Source: an optimization exercise on an open RTL-to-GDS flow (aim: small area and a short achievable clock period). Production flows keep margins and buffers that such runs may drop. At most, simulation tests tie the RTL to the original design; equivalence was not proved.

## aes_round_top
module aes_round_top (
  input  wire          clk,
  input  wire          rst,
  input  wire          in_valid,
  input  wire [256:0]  in_data,
  output wire          out_valid,
  output wire [127:0]  out_state
);
  localparam int SBOX_CYCLES = 2;
  reg  [SBOX_CYCLES:0] valid_pipe;
  wire [127:0]         shifted;
  always @(posedge clk) begin
    if (rst) begin
      valid_pipe <= '0;
    end else begin
      valid_pipe <= {valid_pipe[SBOX_CYCLES-1:0], in_valid};
    end
  end
  assign out_valid = valid_pipe[SBOX_CYCLES];
  reg [128*SBOX_CYCLES-1:0] key_pipe;
  wire [127:0]              round_key;
  always @(posedge clk) begin
    key_pipe[127:0] <= in_data[128:1] & {128{~in_data[0]}};
  end
  if (SBOX_CYCLES > 1) begin : g_key
    always @(posedge clk) begin
      key_pipe[128*SBOX_CYCLES-1:128] <= key_pipe[128*SBOX_CYCLES-129:0];
    end
  end
  assign round_key = key_pipe[128*SBOX_CYCLES-1 -: 128];
  aes_sub_shift_stage u_sub_shift (
    .clk      (clk),
    .in_state (in_data[256:129]),
    .shifted  (shifted)
  );
  aes_mix_key_stage u_mix_key (
    .clk       (clk),
  ...
==> flow/config.mk <==
export PLATFORM = sky130hd
export DESIGN_NAME = aes_round_top
export DESIGN_NICKNAME = aes_round_top
export VERILOG_FILES = /design/flow/design.v
export SDC_FILE = /design/flow/constraint.sdc
export NUM_CORES = 4
export LEC_CHECK = 0
export CAP_MARGIN = 20
export CORE_MARGIN = 2
export CORE_UTILIZATION = 50
export CTS_BUF_LIST = sky130_fd_sc_hd__clkbuf_8
export CTS_CLUSTER_DIAMETER = 60
export CTS_CLUSTER_SIZE = 16
export PLACE_DENSITY = 0.65
export SETUP_SLACK_MARGIN = 2.7
export SLEW_MARGIN = 20
==> flow/constraint.sdc <==
create_clock -name core_clock -period 5.0 [get_ports {clk}]
set_input_delay 1.0000 -clock core_clock [delete_from_list [all_inputs] [get_ports {clk}]]
set_output_delay 1.0000 -clock core_clock [all_outputs]
set_load 0.01 [all_outputs]
standard.sh (not shown) runs the stock make flow with config.mk's settings and CLKGATE_MAP_FILE= SYNTH_SCRIPT=/design/flow/synth_recipe.tcl, a recipe that flattens the netlist after the stock synthesis.
==> flow/flow/run.sh <==
#!/bin/bash
# Own layout flow: the standard layout (standard.sh) with two changes.
#  1. Synthesis maps the logic with flow/abc.script (area-recovering mapping
#     that keeps the XOR structure of the s-boxes) in place of ORFS's ABC
#     speed script. Everything else in synthesis is the standard one
#     (synth_recipe.tcl on a copy of ORFS's scripts folder), so registers keep
#     their standard names and cells.
#  2. Ports are buffered with sky130_fd_sc_hd__buf_1 instead of the default
#     delay-cell buffer; before detailed placement, flow/pre_dpl.tcl makes
#     the port buffers buf_2 and the result registers dfxtp_2.
# Each tool's output goes to a log of its own in this folder (synth.log,
# layout.log) and ORFS's per-step logs under orfs/logs/.
set -euo pipefail
W=$PWD
rm -rf "$W/scripts_abc"
cp -r "$FLOW_HOME/scripts" "$W/scripts_abc"
cp "$W/flow/abc.script" "$W/scripts_abc/abc_speed.script"
bash "$W/standard.sh" synth SCRIPTS_DIR="$W/scripts_abc" > "$W/synth.log" 2>&1
bash "$W/standard.sh" finish "BUFFER_PORTS_ARGS=-buffer_cell sky130_fd_sc_hd__buf_1" \
  "PRE_DETAIL_PLACE_TCL=$W/flow/pre_dpl.tcl" > "$W/layout.log" 2>&1
==> flow/flow/abc.script <==
strash
dch -f
map -a
topo
buffer -c
upsize -c
dnsize -c
==> flow/flow/pre_dpl.tcl <==
# Runs before detailed placement (ORFS hook PRE_DETAIL_PLACE_TCL), which
# legalises the cells resized here.
# Stronger cells on the paths from the inputs and to the outputs: the port
# buffers become buf_2, and the result registers, which drive the output
# buffers, dfxtp_2 (same flip-flop, higher drive).
set n_buf 0
set n_reg 0
foreach inst [get_cells *] {
  set name [get_full_name $inst]
  set ref [get_property $inst ref_name]
  if {$ref == "sky130_fd_sc_hd__buf_1" && [regexp {^(input|output)[0-9]+$} $name]} {
    replace_cell $inst sky130_fd_sc_hd__buf_2
    incr n_buf
  } elseif {$ref == "sky130_fd_sc_hd__dfxtp_1" && [regexp {^u_mix_key\.out_state} $name]} {
    replace_cell $inst sky130_fd_sc_hd__dfxtp_2
    incr n_reg
  }
}
puts "pre_dpl: resized $n_buf port buffers and $n_reg result registers"
The baseline completed with no timing, DRC or antenna violations.
Rerun with:
--- a/flow/design.v
+++ b/flow/design.v
@@ -84,23 +84,23 @@
   wire M14, M15, M16, M17, M18, M19, M20, M21, M22, M23;
   wire M24, M25, M26, M27, M28, M29, M30, M31, M32, M33;
   wire M34, M35, M36, M37, M38, M39, M40, M41, M42, M43;
   wire M44, M45, M46, M47, M48, M49, M50, M51, M52, M53;
   wire M54, M55, M56, M57, M58, M59, M60, M61, M62, M63;
   wire L0, L1, L2, L3, L4, L5, L6, L7, L8, L9;
   wire L10, L11, L12, L13, L14, L15, L16, L17, L18, L19;
   wire L20, L21, L22, L23, L24, L25, L26, L27, L28, L29;
   wire S0, S1, S2, S3, S4, S5, S6, S7;
   reg  U7_q1, T1_q1, T2_q1, T3_q1, T4_q1, T6_q1, T8_q1, T9_q1, T10_q1, T13_q1;
-  reg  T15_q1, T16_q1, T17_q1, T19_q1, T20_q1, T22_q1, T23_q1, T25_q1, T27_q1, M19_q1;
-  reg  M20_q1, M21_q1, M22_q1, M50_q1, M56_q1, L0_q1, L1_q1, L6_q1, L7_q1, L8_q1;
-  reg  L9_q1, L10_q1, L11_q1, L14_q1, L15_q1, L17_q1, L19_q1, L22_q1, L23_q1;
+  reg  T15_q1, T16_q1, T17_q1, T19_q1, T20_q1, T22_q1, T23_q1, T27_q1, M20_q1, M21_q1;
+  reg  M22_q1, M23_q1, M50_q1, M56_q1, L0_q1, L1_q1, L6_q1, L7_q1, L8_q1, L9_q1;
+  reg  L10_q1, L11_q1, L14_q1, L15_q1, L17_q1, L19_q1, L22_q1, L23_q1;
   assign T1 = U0 ^ U3;
   assign T2 = U0 ^ U5;
   assign T3 = U0 ^ U6;
   assign T4 = U3 ^ U5;
   assign T5 = U4 ^ U6;
   assign T6 = T1 ^ T5;
   assign T7 = U1 ^ U2;
   assign T8 = U7 ^ T6;
   assign T9 = U7 ^ T7;
   assign T10 = T6 ^ T7;
@@ -136,37 +136,37 @@
   assign M13 = M12 ^ M11;
   assign M14 = T2 & T10;
   assign M15 = M14 ^ M11;
   assign M16 = M3 ^ M2;
   assign M17 = M5 ^ T24;
   assign M18 = M8 ^ M7;
   assign M19 = M10 ^ M15;
   assign M20 = M16 ^ M13;
   assign M21 = M17 ^ M15;
   assign M22 = M18 ^ M13;
-  assign M23 = M19_q1 ^ T25_q1;
-  assign M24 = M22_q1 ^ M23;
+  assign M23 = M19 ^ T25;
+  assign M24 = M22_q1 ^ M23_q1;
   assign M25 = M22_q1 & M20_q1;
   assign M26 = M21_q1 ^ M25;
   assign M27 = M20_q1 ^ M21_q1;
-  assign M28 = M23 ^ M25;
+  assign M28 = M23_q1 ^ M25;
   assign M29 = M28 & M27;
   assign M30 = M26 & M24;
-  assign M31 = M20_q1 & M23;
+  assign M31 = M20_q1 & M23_q1;
   assign M32 = M27 & M31;
   assign M33 = M27 ^ M25;
   assign M34 = M21_q1 & M22_q1;
   assign M35 = M24 & M34;
   assign M36 = M24 ^ M25;
   assign M37 = M21_q1 ^ M29;
   assign M38 = M32 ^ M33;
-  assign M39 = M23 ^ M30;
+  assign M39 = M23_q1 ^ M30;
   assign M40 = M35 ^ M36;
   assign M41 = M38 ^ M40;
   assign M42 = M37 ^ M39;
   assign M43 = M37 ^ M38;
   assign M44 = M39 ^ M40;
   assign M45 = M42 ^ M41;
   assign M46 = M44 & T6_q1;
   assign M47 = M40 & T8_q1;
   assign M48 = M39 & U7_q1;
   assign M49 = M43 & T16_q1;
@@ -233,26 +233,25 @@
     T9_q1 <= T9;
     T10_q1 <= T10;
     T13_q1 <= T13;
     T15_q1 <= T15;
     T16_q1 <= T16;
     T17_q1 <= T17;
     T19_q1 <= T19;
     T20_q1 <= T20;
     T22_q1 <= T22;
     T23_q1 <= T23;
-    T25_q1 <= T25;
     T27_q1 <= T27;
-    M19_q1 <= M19;
     M20_q1 <= M20;
     M21_q1 <= M21;
     M22_q1 <= M22;
+    M23_q1 <= M23;
     M50_q1 <= M50;
     M56_q1 <= M56;
     L0_q1 <= L0;
     L1_q1 <= L1;
     L6_q1 <= L6;
     L7_q1 <= L7;
     L8_q1 <= L8;
     L9_q1 <= L9;
     L10_q1 <= L10;
     L11_q1 <= L11;
The new run ran to the end with no violations.
Final cell count is lower by 1.2%.
First-iteration DRC count is higher by 5.3%.
Via count is lower by 0.54%.
Cell area is lower by 0.90%.
Sequential cell count is lower by 16.
Function not checked in the second run of this note: the RTL went through the layout flow alone.

port drivers added, routing unchanged:
In the flow no input, the clock included, has a driving cell. The finished layouts below were timed again as built, in two steps. Step 1 sets driving cells, clkbuf_16 on the clock port and buf_2 on the other inputs (assumed; they add their load-dependent delay and slew). Step 2 times the ports against the registers' clock, not the clock port: input delays grow and output delays shrink by t, the midpoint of the rising clock arrivals with the driver on. Three values: ideal, step 1, step 2; two values: the first two.
run	t (ns)	slack for setup (ns)	hold slack, ns	worst setup path at the end	clock arrival spread, ns
the first run	0.738	2.777 / 2.712 / 2.168	0.309 / 0.309 / 0.309	input to register	0.025 / 0.025
the second run	0.738	2.792 / 2.726 / 2.042	0.309 / 0.309 / 0.309	input to register	0.047 / 0.048
After both steps setup and hold are still met in every run listed. The setup slack of the second run, which loses most, moves by -0.066 ns with the drivers and by -0.750 ns with both steps.
